From an optimization exercise on the open Yosys and OpenROAD flow, aimed at small area and few clock cycles; shortcuts taken in it are not production practice. Function was checked by simulation only, so behaviour that the tests miss may differ from the original. Power and IR drop assume default switching activity.

==> flow/design.v <==
package search_list_pkg;
   localparam int data_w = 64;
   localparam int addr_w = 48;
   localparam logic [data_w-1:0] null_ptr = '1;
   localparam int key_hi = 63;
   localparam int key_lo = 32;
   typedef struct packed {
      logic [data_w-1:0] fact_value;
      logic [data_w-1:0] ptr;
   } job_t;
   typedef struct packed {
      logic [data_w-1:0] dim_value;
      logic [data_w-1:0] next_ptr;
   } node_t;
   typedef struct packed {
      logic [data_w-1:0] fact_value;
      node_t             node;
   } join_t;
   typedef struct packed {
      logic [data_w-1:0] dim_value;
      logic [data_w-1:0] fact_value;
   } match_t;
   typedef enum logic [1:0] {
      issue_idle,
      issue_old,
      issue_new
   } issue_state_e;
endpackage
module search_list #(
   parameter int depth = 9
) (
   input  logic         clk,
   input  logic         rst,
   input  logic         new_job_empty,
   input  logic [127:0] new_job,
   output logic         new_job_read_en,
   output logic         rq0_vld,
   output logic [47:0]  rq0_address,
   input  logic         rq0_afull,
   output logic         rq1_vld,
   output logic [47:0]  rq1_address,
   input  logic         rq1_afull,
   input  logic         rs0_write_en,
   input  logic [63:0]  rs0_data,
   output logic         rs0_afull,
   input  logic         rs1_write_en,
   input  logic [63:0]  rs1_data,
   output logic         rs1_afull,
   output logic         output_empty,
   input  logic         output_read_en,
   output logic [127:0] output_data,
   output logic         done
);
   logic [63:0]      q [depth];      
   logic [depth-1:0] qv;
   logic [63:0]      d_r;            
   logic             dv;
   logic [46:0]      p_r;            
   logic             pn_r;
   logic             pv;
   logic             prev_nje;
   logic        d_av, p_av, p_null, hit, rq_ok;
   logic [63:0] d_w, head;
   logic [46:0] p_w;
   logic        both, fire_hit, fire_drop, fire_re, pop, ohold;
   assign head  = q[0];
   assign d_av  = dv | rs0_write_en;
   assign d_w   = dv ? d_r : rs0_data;
   assign p_av  = pv | rs1_write_en;
   assign p_w   = pv ? p_r : rs1_data[46:0];
   assign p_null = pv ? pn_r : (&rs1_data);
   assign both  = d_av & p_av & qv[0];
   assign hit   = (d_w[63:32] == head[63:32]);
   assign rq_ok = !rq0_afull && !rq1_afull;
   assign ohold    = both & hit;
   assign fire_hit = ohold & output_read_en;
   assign output_empty = !ohold;
   assign output_data  = {d_w, head};
   assign fire_drop = both & !hit & p_null;
   assign fire_re   = both & !hit & !p_null & rq_ok;
   assign pop       = fire_hit | fire_drop | fire_re;
   logic        nj_null, room, issue_new, push;
   logic [46:0] addr;
   logic [63:0] push_fact;
   assign nj_null   = &new_job[63:0];
   assign room      = !(&qv) | pop;
   assign issue_new = !new_job_empty && !nj_null && rq_ok && !fire_re && room;
   assign new_job_read_en = !new_job_empty && (nj_null || issue_new);
   assign push      = fire_re | issue_new;
   assign push_fact = fire_re ? head : new_job[127:64];
   assign addr      = fire_re ? p_w : new_job[46:0];
   assign rq0_vld   = push;
   assign rq1_vld   = push;
   assign rq0_address = {addr, 1'b0};
   assign rq1_address = {addr, 1'b1};
   logic dv_n, pv_n;
   assign dv_n = d_av & !pop;
   assign pv_n = p_av & !pop;
   assign rs0_afull = dv_n;
   assign rs1_afull = pv_n;
   always_ff @(posedge clk)
   begin
      if (rst)
      begin
         dv <= 1'b0;
         pv <= 1'b0;
      end
      else
      begin
         dv <= dv_n;
         pv <= pv_n;
      end
      if (!dv)
         d_r <= rs0_data;
      if (!pv)
      begin
         p_r  <= rs1_data[46:0];
         pn_r <= &rs1_data;
      end
   end
   logic [depth-1:0] mv;
   always_comb
   begin
      mv[0] = qv[0] & pop;
      for (int i = 1; i < depth; i++)
         mv[i] = qv[i] & (!qv[i-1] | mv[i-1]);
   end
   always_ff @(posedge clk)
   begin
      for (int i = 0; i < depth - 1; i++)
         if (mv[i+1])
            q[i] <= q[i+1];
      if (push)
         q[depth-1] <= push_fact;
      if (rst)
         qv <= '0;
      else
      begin
         for (int i = 0; i < depth - 1; i++)
            qv[i] <= (qv[i] & !mv[i]) | mv[i+1];
         qv[depth-1] <= (qv[depth-1] & !mv[depth-1]) | push;
      end
   end
   always_ff @(posedge clk)
      prev_nje <= new_job_empty;
   assign done = prev_nje && !(|qv);
endmodule
clock: 6.0 ns
lec_check: 0
cap_margin: 20
core_margin: 2
core_utilization: 60
cts_cluster_diameter: 80
cts_cluster_size: 30
slew_margin: 20
standard.sh (not shown) runs the stock make flow with config.mk's settings and CLKGATE_MAP_FILE= SYNTH_SCRIPT=/design/flow/synth_recipe.tcl, a recipe that flattens the netlist after the stock synthesis.
==> flow/flow/run.sh <==
#!/bin/bash
# Standard layout, with the port buffers made from the smallest buffer cell
# instead of the one buffer_ports picks by itself.
set -euo pipefail
export BUFFER_PORTS_ARGS="-buffer_cell sky130_fd_sc_hd__buf_1"
bash standard.sh > orfs_make.log 2>&1
Testbench counts at the start, summed over its fixed seeds: cycles 13,521.
==> next run, changes <==
--- a/flow/design.v
+++ b/flow/design.v
@@ -24,13 +24,13 @@
       issue_idle,
       issue_old,
       issue_new
    } issue_state_e;
 endpackage
 module search_list #(
-   parameter int depth = 9
+   parameter int depth = 8
 ) (
    input  logic         clk,
    input  logic         rst,
    input  logic         new_job_empty,
    input  logic [127:0] new_job,
    output logic         new_job_read_en,
@@ -50,35 +50,38 @@
    input  logic         output_read_en,
    output logic [127:0] output_data,
    output logic         done
 );
    logic [63:0]      q [depth];      
    logic [depth-1:0] qv;
-   logic [63:0]      d_r;            
+   logic [depth-1:0] mv;             
+   logic [31:0]      dl_r;
+   logic             dh_r;
    logic             dv;
    logic [46:0]      p_r;            
    logic             pn_r;
    logic             pv;
    logic             prev_nje;
    logic        d_av, p_av, p_null, hit, rq_ok;
-   logic [63:0] d_w, head;
+   logic [31:0] dl_w;
+   logic [63:0] head;
    logic [46:0] p_w;
    logic        both, fire_hit, fire_drop, fire_re, pop, ohold;
    assign head  = q[0];
    assign d_av  = dv | rs0_write_en;
-   assign d_w   = dv ? d_r : rs0_data;
+   assign dl_w  = dv ? dl_r : rs0_data[31:0];
    assign p_av  = pv | rs1_write_en;
    assign p_w   = pv ? p_r : rs1_data[46:0];
    assign p_null = pv ? pn_r : (&rs1_data);
    assign both  = d_av & p_av & qv[0];
-   assign hit   = (d_w[63:32] == head[63:32]);
+   assign hit   = dv ? dh_r : (rs0_data[63:32] == head[63:32]);
    assign rq_ok = !rq0_afull && !rq1_afull;
    assign ohold    = both & hit;
    assign fire_hit = ohold & output_read_en;
    assign output_empty = !ohold;
-   assign output_data  = {d_w, head};
+   assign output_data  = {head[63:32], dl_w, head};
    assign fire_drop = both & !hit & p_null;
    assign fire_re   = both & !hit & !p_null & rq_ok;
    assign pop       = fire_hit | fire_drop | fire_re;
    logic        nj_null, room, issue_new, push;
    logic [46:0] addr;
    logic [63:0] push_fact;
@@ -93,13 +96,13 @@
    assign rq1_vld   = push;
    assign rq0_address = {addr, 1'b0};
    assign rq1_address = {addr, 1'b1};
    logic dv_n, pv_n;
    assign dv_n = d_av & !pop;
    assign pv_n = p_av & !pop;
-   assign rs0_afull = dv_n;
+   assign rs0_afull = dv_n | !((qv[0] & !mv[0]) | mv[1]);
    assign rs1_afull = pv_n;
    always_ff @(posedge clk)
    begin
       if (rst)
       begin
          dv <= 1'b0;
@@ -108,20 +111,22 @@
       else
       begin
          dv <= dv_n;
          pv <= pv_n;
       end
       if (!dv)
-         d_r <= rs0_data;
+      begin
+         dl_r <= rs0_data[31:0];
+         dh_r <= hit;
+      end
       if (!pv)
       begin
          p_r  <= rs1_data[46:0];
          pn_r <= &rs1_data;
       end
    end
-   logic [depth-1:0] mv;
    always_comb
    begin
       mv[0] = qv[0] & pop;
       for (int i = 1; i < depth; i++)
          mv[i] = qv[i] & (!qv[i-1] | mv[i-1]);
    end
Effect: Non-clock buffer count falls by 4. Core utilization falls by 0.82 points. Synthesized area falls by roughly a tenth. First-iteration DRC count rises by a little under a tenth. Total power falls by about a fifth. Design area falls by roughly a tenth. Via count falls by a little under a tenth. Setup slack gains 0.0040 ns. Sequential power falls by roughly a tenth. Critical path depth rises by 2.
Testbench counts after the change, summed over its fixed seeds: cycles 14,658.

---

Another version of the RTL of search_list (not shown whole).
Size in the first run: roughly 770 flip-flops, roughly 500 I/O pins, about 26000 sq um of cells after synthesis.
==> module search_list, before the edit <==
module search_list #(
   parameter int depth = 10
) (
   input  logic         clk,
   input  logic         rst,
   input  logic         new_job_empty,
   input  logic [127:0] new_job,
   output logic         new_job_read_en,
   output logic         rq0_vld,
   output logic [47:0]  rq0_address,
   input  logic         rq0_afull,
   output logic         rq1_vld,
   output logic [47:0]  rq1_address,
   input  logic         rq1_afull,
   input  logic         rs0_write_en,
   input  logic [63:0]  rs0_data,
   output logic         rs0_afull,
   input  logic         rs1_write_en,
   input  logic [63:0]  rs1_data,
   output logic         rs1_afull,
   output logic         output_empty,
   input  logic         output_read_en,
   output logic [127:0] output_data,
   output logic         done
);
   logic [63:0]      q [depth];      
   logic [depth-1:0] qv;
   logic [63:0]      d_r;            
   logic             dv;
   logic [46:0]      p_r;            
   logic             pn_r;
   logic             pv;
   logic             prev_nje;
   logic        d_av, p_av, p_null, hit, rq_ok;
   logic [63:0] d_w, head;
   logic [46:0] p_w;
   logic        both, fire_hit, fire_drop, fire_re, pop, ohold;
   assign head  = q[0];
   assign d_av  = dv | rs0_write_en;
   assign d_w   = dv ? d_r : rs0_data;
   assign p_av  = pv | rs1_write_en;
   assign p_w   = pv ? p_r : rs1_data[46:0];
   assign p_null = pv ? pn_r : (&rs1_data);
   assign both  = d_av & p_av & qv[0];
   assign hit   = (d_w[63:32] == head[63:32]);
   assign rq_ok = !rq0_afull && !rq1_afull;
   assign ohold    = both & hit;
   assign fire_hit = ohold & output_read_en;
   assign output_empty = !ohold;
   assign output_data  = {d_w, head};
   assign fire_drop = both & !hit & p_null;
   assign fire_re   = both & !hit & !p_null & rq_ok;
   assign pop       = fire_hit | fire_drop | fire_re;
   logic        nj_null, room, issue_new, push;
   logic [46:0] addr;
   logic [63:0] push_fact;
   assign nj_null   = &new_job[63:0];
   assign room      = !(&qv) | pop;
   assign issue_new = !new_job_empty && !nj_null && rq_ok && !fire_re && room;
   assign new_job_read_en = !new_job_empty && (nj_null || issue_new);
   assign push      = fire_re | issue_new;
   assign push_fact = fire_re ? head : new_job[127:64];
   assign addr      = fire_re ? p_w : new_job[46:0];
   assign rq0_vld   = push;
   assign rq1_vld   = push;
   assign rq0_address = {addr, 1'b0};
   assign rq1_address = {addr, 1'b1};
   logic dv_n, pv_n;
   assign dv_n = d_av & !pop;
   assign pv_n = p_av & !pop;
   assign rs0_afull = dv_n;
   assign rs1_afull = pv_n;
   always_ff @(posedge clk)
   begin
      if (rst)
      begin
         dv <= 1'b0;
         pv <= 1'b0;
      end
      else
      begin
         dv <= dv_n;
         pv <= pv_n;
      end
      if (!dv)
         d_r <= rs0_data;
      if (!pv)
      begin
         p_r  <= rs1_data[46:0];
         pn_r <= &rs1_data;
      end
   end
   logic [depth-1:0] mv;
   always_comb
   begin
      mv[0] = qv[0] & pop;
      for (int i = 1; i < depth; i++)
         mv[i] = qv[i] & (!qv[i-1] | mv[i-1]);
   end
   always_ff @(posedge clk)
   begin
      for (int i = 0; i < depth - 1; i++)
         if (mv[i+1])
            q[i] <= q[i+1];
      if (push)
         q[depth-1] <= push_fact;
      if (rst)
         qv <= '0;
      else
      begin
         for (int i = 0; i < depth - 1; i++)
            qv[i] <= (qv[i] & !mv[i]) | mv[i+1];
         qv[depth-1] <= (qv[depth-1] & !mv[depth-1]) | push;
      end
   end
   always_ff @(posedge clk)
      prev_nje <= new_job_empty;
   assign done = prev_nje && !(|qv);
endmodule
clock: 6.0 ns
lec_check: 0
abc_area: 1
cap_margin: 20
core_margin: 2
core_utilization: 60
cts_cluster_diameter: 80
cts_cluster_size: 30
slew_margin: 20
Scripts as last shown in full above: flow/flow/run.sh
Testbench counts at the start, summed over its fixed seeds: cycles 12,623.
Edit:
--- a/flow/design.v
+++ b/flow/design.v
@@ -26,9 +26,9 @@
       issue_new
    } issue_state_e;
 endpackage
 module search_list #(
-   parameter int depth = 10
+   parameter int depth = 8
 ) (
    input  logic         clk,
    input  logic         rst,
    input  logic         new_job_empty,
Result: The changed run produced a clean layout. Combinational power went down by about 3%. Global-route usage went down by 0.15 points. Synthesized cell count went down by about 6%. Fmax went down by about 3.5%. Final area went down by 14%. Die area went down by about 14%. First-iteration DRC count went down by 18%. Sequential cell count went down by 130. Worst hold slack got worse by 0.012 ns. Power went down by 16%. Routed wire length went down by 15%. Via count went down by 7.8%. Cell count went down by 8.2%. Non-clock buffer count went down by 1.
Testbench counts after the change, summed over its fixed seeds: cycles 14,658.

## static timing again, ports no longer ideal
The flow's constraints put no driver on any port. The routed layouts listed below were extracted and timed again, unchanged, in two steps.
Step 1 assumes that a clkbuf_16 drives the clock port and a buf_2 every other input.
Step 2 times the ports against the registers' clock, not the clock port: input delays grow and output delays shrink by t, the midpoint of the rising clock arrivals with the driver on.
Slacks: ideal ports / drivers / drivers and shift; pairs: ideal ports / drivers.
run | t (ns) | setup slack, ns | worst hold slack (ns) | latest minus earliest clock arrival (ns) | worst data-port slew with drivers (ns)
the first run of note 1 | 0.655 | 0.576 / 0.519 / 0.770 | 0.415 / 0.415 / 0.415 | 0.029 / 0.029 | 0.16
the second run of note 1 | 0.610 | 0.580 / 0.556 / 0.556 | 0.418 / 0.418 / 0.418 | 0.024 / 0.024 | 0.14
the first run of note 2 | 0.682 | 0.674 / 0.613 / 0.878 | 0.420 / 0.420 / 0.420 | 0.024 / 0.024 | 0.12
the second run of note 2 | 0.633 | 0.478 / 0.417 / 0.772 | 0.408 / 0.408 / 0.408 | 0.024 / 0.025 | 0.12
After both steps every run listed still meets setup and hold. For the second run of note 1, which loses most, drivers alone change the setup slack by -0.024 ns; drivers and shift together by -0.024 ns.
